This design comes from an exercise in tuning for small area on the open sky130 flow, not from production work. Only simulation tests tie the RTL to the original design; equivalence was not proved. Power and IR drop assume default switching activity.

v2:
==> flow/design.v <==
`default_nettype none
package pipe_pkg;
    localparam int XLEN  = 32;   
    localparam int REG_W = 5;    
endpackage
`default_nettype wire
`timescale 1ns/1ns
`default_nettype none
import pipe_pkg::*;
module processor (
    input  wire logic             clock_i,
    input  wire logic             reset_i,
    output logic [XLEN-1:0]       imem_addr_o,
    input  wire logic [XLEN-1:0]  imem_data_i,
    output logic [XLEN-1:0]       dmem_addr_o,
    output logic [XLEN-1:0]       dmem_wdata_o,
    output logic                  dmem_wren_o,
    input  wire logic [XLEN-1:0]  dmem_rdata_i,
    output logic                  rf_write_en_o,
    output logic [REG_W-1:0]      rf_write_reg_o,
    output logic [XLEN-1:0]       rf_write_data_o,
    output logic [REG_W-1:0]      rf_read_reg_a_o,
    output logic [REG_W-1:0]      rf_read_reg_b_o,
    input  wire logic [XLEN-1:0]  rf_read_data_a_i,
    input  wire logic [XLEN-1:0]  rf_read_data_b_i
);
    localparam logic [1:0] S_E = 2'd0;
    localparam logic [1:0] S_W = 2'd1;
    localparam logic [1:0] S_P = 2'd2;
    localparam logic [1:0] S_M = 2'd3;
    logic [1:0]  st_q;
    logic [31:0] pc_q;
    logic [31:0] r_q;     
    logic [1:0]  cnt_q;   
    logic        cy_q;    
    logic        ne_q;    
    logic        tk_q;    
    logic        jmp_q;   
    logic [4:0] opc, fn, shamt, rd, rs, rt;
    logic       is_rtype, is_j, is_bne, is_blt, is_addi, is_sw, is_lw;
    logic       is_shift, right, use_imm, sub;
    assign opc   = imem_data_i[31:27];
    assign rd    = imem_data_i[26:22];
    assign rs    = imem_data_i[21:17];
    assign rt    = imem_data_i[16:12];
    assign shamt = imem_data_i[11:7];
    assign fn    = imem_data_i[6:2];
    assign is_rtype = (opc == 5'd0);
    assign is_j     = (opc == 5'd1);
    assign is_bne   = (opc == 5'd2);
    assign is_addi  = (opc == 5'd5);
    assign is_blt   = (opc == 5'd6);
    assign is_sw    = (opc == 5'd7);
    assign is_lw    = (opc == 5'd8);
    assign is_shift = is_rtype && (fn == 5'd4 || fn == 5'd5);
    assign right    = (fn == 5'd5);
    assign use_imm  = is_addi || is_sw || is_lw;
    assign sub      = (is_rtype && fn == 5'd1) || is_bne || is_blt;
    assign imem_addr_o     = pc_q;
    assign rf_read_reg_a_o = rs;
    assign rf_read_reg_b_o = is_shift ? rs : (is_rtype ? rt : rd);
    logic [1:0] dig;
    logic       first, fill;
    logic [3:0] hi_idx, lo_idx;
    logic [2:0] fsh;
    logic [7:0] d_hi, d_lo;
    assign dig   = ~cnt_q;   
    assign first = (cnt_q == 2'b11);
    assign fill  = is_shift && right && rf_read_data_a_i[31];
    always_comb begin
        if (!is_shift) begin
            hi_idx = {2'b00, dig};
            fsh    = 3'd0;
        end else if (right) begin
            hi_idx = {2'b00, dig} + {2'b00, shamt[4:3]} + 4'd1;
            fsh    = shamt[2:0];
        end else begin
            hi_idx = {2'b00, dig} - {2'b00, shamt[4:3]} + {3'd0, shamt[2:0] == 3'd0};
            fsh    = -shamt[2:0];
        end
        lo_idx = is_shift ? hi_idx - 4'd1 : {2'b00, dig};
    end
    always_comb begin
        if (hi_idx[3:2] != 2'b00) d_hi = {8{fill}};
        else                      d_hi = rf_read_data_a_i[{hi_idx[1:0], 3'b000} +: 8];
        if (lo_idx[3:2] != 2'b00) d_lo = {8{fill}};
        else                      d_lo = rf_read_data_b_i[{lo_idx[1:0], 3'b000} +: 8];
    end
    logic [15:0] pair;
    logic [7:0]  win;
    assign pair = {d_hi, d_lo} >> fsh;
    assign win  = pair[7:0];
    logic [7:0] b_imm, a_d, b_raw, b_d, sum_d;
    logic       cin, cout;
    always_comb begin
        case (dig)
            2'd0: b_imm = imem_data_i[7:0];
            2'd1: b_imm = imem_data_i[15:8];
            2'd2: b_imm = {{7{imem_data_i[16]}}, imem_data_i[16]};
            default: b_imm = {8{imem_data_i[16]}};
        endcase
    end
    always_comb begin
        if (st_q == S_P) begin
            a_d   = jmp_q ? 8'd0 : pc_q[7:0];
            b_raw = tk_q ? r_q[7:0] : 8'd0;
            b_d   = b_raw;
            cin   = first ? !jmp_q : cy_q;
        end else begin
            a_d   = d_hi;
            b_raw = use_imm ? b_imm : d_lo;
            b_d   = b_raw ^ {8{sub}};
            cin   = first ? sub : cy_q;
        end
    end
    assign {cout, sum_d} = {1'b0, a_d} + {1'b0, b_d} + {8'd0, cin};
    logic [7:0] alu_d;
    always_comb begin
        if (is_rtype && st_q == S_E) begin
            case (fn)
                5'd0, 5'd1: alu_d = sum_d;
                5'd2:       alu_d = a_d & b_d;
                5'd3:       alu_d = a_d | b_d;
                5'd4, 5'd5: alu_d = win;
                default:    alu_d = 8'd0;
            endcase
        end else begin
            alu_d = sum_d;
        end
    end
    logic dne, ne_all, lt_ab;
    assign dne    = |sum_d;
    assign ne_all = ne_q || dne;
    assign lt_ab  = (a_d[7] ^ b_raw[7]) ? a_d[7] : sum_d[7];   
    always_ff @(posedge clock_i) begin
        case (st_q)
            S_E: begin
                r_q   <= {alu_d, r_q[31:8]};
                cy_q  <= cout;
                ne_q  <= !first && ne_all || first && dne;
                tk_q  <= is_j || (is_bne && ne_all) || (is_blt && ne_all && !lt_ab);
                jmp_q <= is_j;
                cnt_q <= cnt_q - 2'd1;
                if (cnt_q == 2'd0) st_q <= is_lw ? S_M : S_W;
            end
            S_M: begin
                r_q   <= dmem_rdata_i;
                st_q  <= S_W;
            end
            S_W: begin
                r_q   <= is_j ? {5'd0, imem_data_i[26:0]} : {{15{imem_data_i[16]}}, imem_data_i[16:0]};
                cnt_q <= 2'd3;
                st_q  <= S_P;
            end
            default: begin   
                pc_q  <= {sum_d, pc_q[31:8]};
                r_q   <= {sum_d, r_q[31:8]};
                cy_q  <= cout;
                cnt_q <= cnt_q - 2'd1;
                if (cnt_q == 2'd0) st_q <= S_E;
            end
        endcase
        if (reset_i) begin
            st_q  <= S_P;
            cnt_q <= 2'd3;
            tk_q  <= 1'b0;
            jmp_q <= 1'b1;
        end
    end
    assign rf_write_reg_o  = rd;
    assign rf_write_data_o = r_q;
    assign rf_write_en_o   = (st_q == S_W) && rd != 5'd0 && (is_rtype || is_addi || is_lw);
    assign dmem_addr_o     = r_q;
    assign dmem_wdata_o    = rf_read_data_b_i;
    assign dmem_wren_o     = (st_q == S_W) && is_sw;
endmodule
`default_nettype wire
Settings: LEC_CHECK=0, ABC_AREA=1, CAP_MARGIN=20, CORE_MARGIN=2, CORE_UTILIZATION=40, CTS_BUF_LIST=sky130_fd_sc_hd__clkbuf_8, SLEW_MARGIN=20; clock period 7.0 ns.
standard.sh (not shown) runs the stock make flow with config.mk's settings and CLKGATE_MAP_FILE= SYNTH_SCRIPT=/design/flow/synth_recipe.tcl, a recipe that flattens the netlist after the stock synthesis.
==> flow/flow/run.sh <==
#!/bin/bash
# Own layout flow: the standard flow (standard.sh), with two changes to
# how the layout is made:
#  - ABC maps the logic for area alone (abc_area.script beside this file),
#    leaving timing to OpenROAD's repair after placement;
#  - the port buffers placed on every input and output are buf_1 cells.
# Every tool's output goes to the log files ORFS writes under orfs/logs, and
# standard.sh's own output to standard.log in the work folder.
set -euo pipefail
W=$(pwd)
rm -rf "$W/scripts"
cp -r "$FLOW_HOME/scripts" "$W/scripts"
cp "$W/flow/abc_area.script" "$W/scripts/abc_area.script"
export SCRIPTS_DIR="$W/scripts"
export BUFFER_PORTS_ARGS="-buffer_cell sky130_fd_sc_hd__buf_1"
export ADDER_MAP_FILE=
bash standard.sh > "$W/standard.log" 2>&1
==> flow/flow/abc_area.script <==
strash
&get -n
&deepsyn -T 20
&put
dch -f
amap
topo
stime -c
Looking at the reports, v2 completed the entire flow and the layout it produced met the timing, DRC and antenna checks.
Relative to v2, the following input files were edited for v12:
==> flow/flow/abc_area.script <==
strash
dc2
dc2
dch -f
amap
topo
stime -c
==> run summary <==
Changes observed in v12 relative to v2: final cell utilization of the core fell by 3.3 points, total routing usage reported by global routing fell by 1.1 points.
Against v2, multi-input combinational cell count in v12 rose by a little under 10%.
v12 vs. v2: maximum clock frequency higher, final period demand of the worst path fell 110 ps, design area shrank by 2.1%, part of the power in the clock network now larger.
Here is what was changed in the inputs of v53 compared with v12.
- an added ABC_CLOCK_PERIOD_IN_PS of 5000
==> flow/flow/abc_area.script <==
strash
dc2
dc2
dch -f
amap
topo
stime -c
buffer -c
upsize -c
dnsize -c
stime -c
Notes after the runs:
Looking at placement row count, v53 sits 2.4% higher than v12 does.
Compared with v12, v53 shows a global-route usage that is 3.4 points lower.
Compared to v12, v53 has share of final layout cell area taken by clock buffers and inverters 0.63 points higher.
Diff v12 and v53: worst hold margin lower in v53
Total number of vias for v53 is lower than for v12.
v53: mapped cell area 6.2% above v12
On worst setup slack, v12 loses to v53.

-- afterwards: timing with drivers on the ports --
How much do the figures lean on ideal ports? The routed layouts below were timed once more, with nothing changed but the port constraints.
Step 1 assumes that a clkbuf_16 drives the clock port and a buf_2 every other input.
Step 2 moves the port delays by t, midway between the first and last clock arrival at a register: inputs arrive t later, outputs are due t later. That takes back most of the time a late clock gives input paths.
a / b / c = no drivers / after step 1 / after step 2; a / b = the first two.
| run | t (ns) | setup WS [ns] | worst hold slack (ns) |
|---|---|---|---|
| v2 | 0.388 | 0.431 / 0.447 / 0.060 | 0.448 / 0.448 / 0.448 |
| v12 | 0.400 | 0.545 / 0.557 / 0.156 | 0.452 / 0.452 / 0.452 |
| v53 | 0.387 | 0.763 / 0.756 / 0.369 | 0.447 / 0.447 / 0.447 |
After both steps every run listed still meets setup and hold. For v53, which loses most, drivers alone change the setup slack by -0.007 ns; drivers and shift together by -0.394 ns.
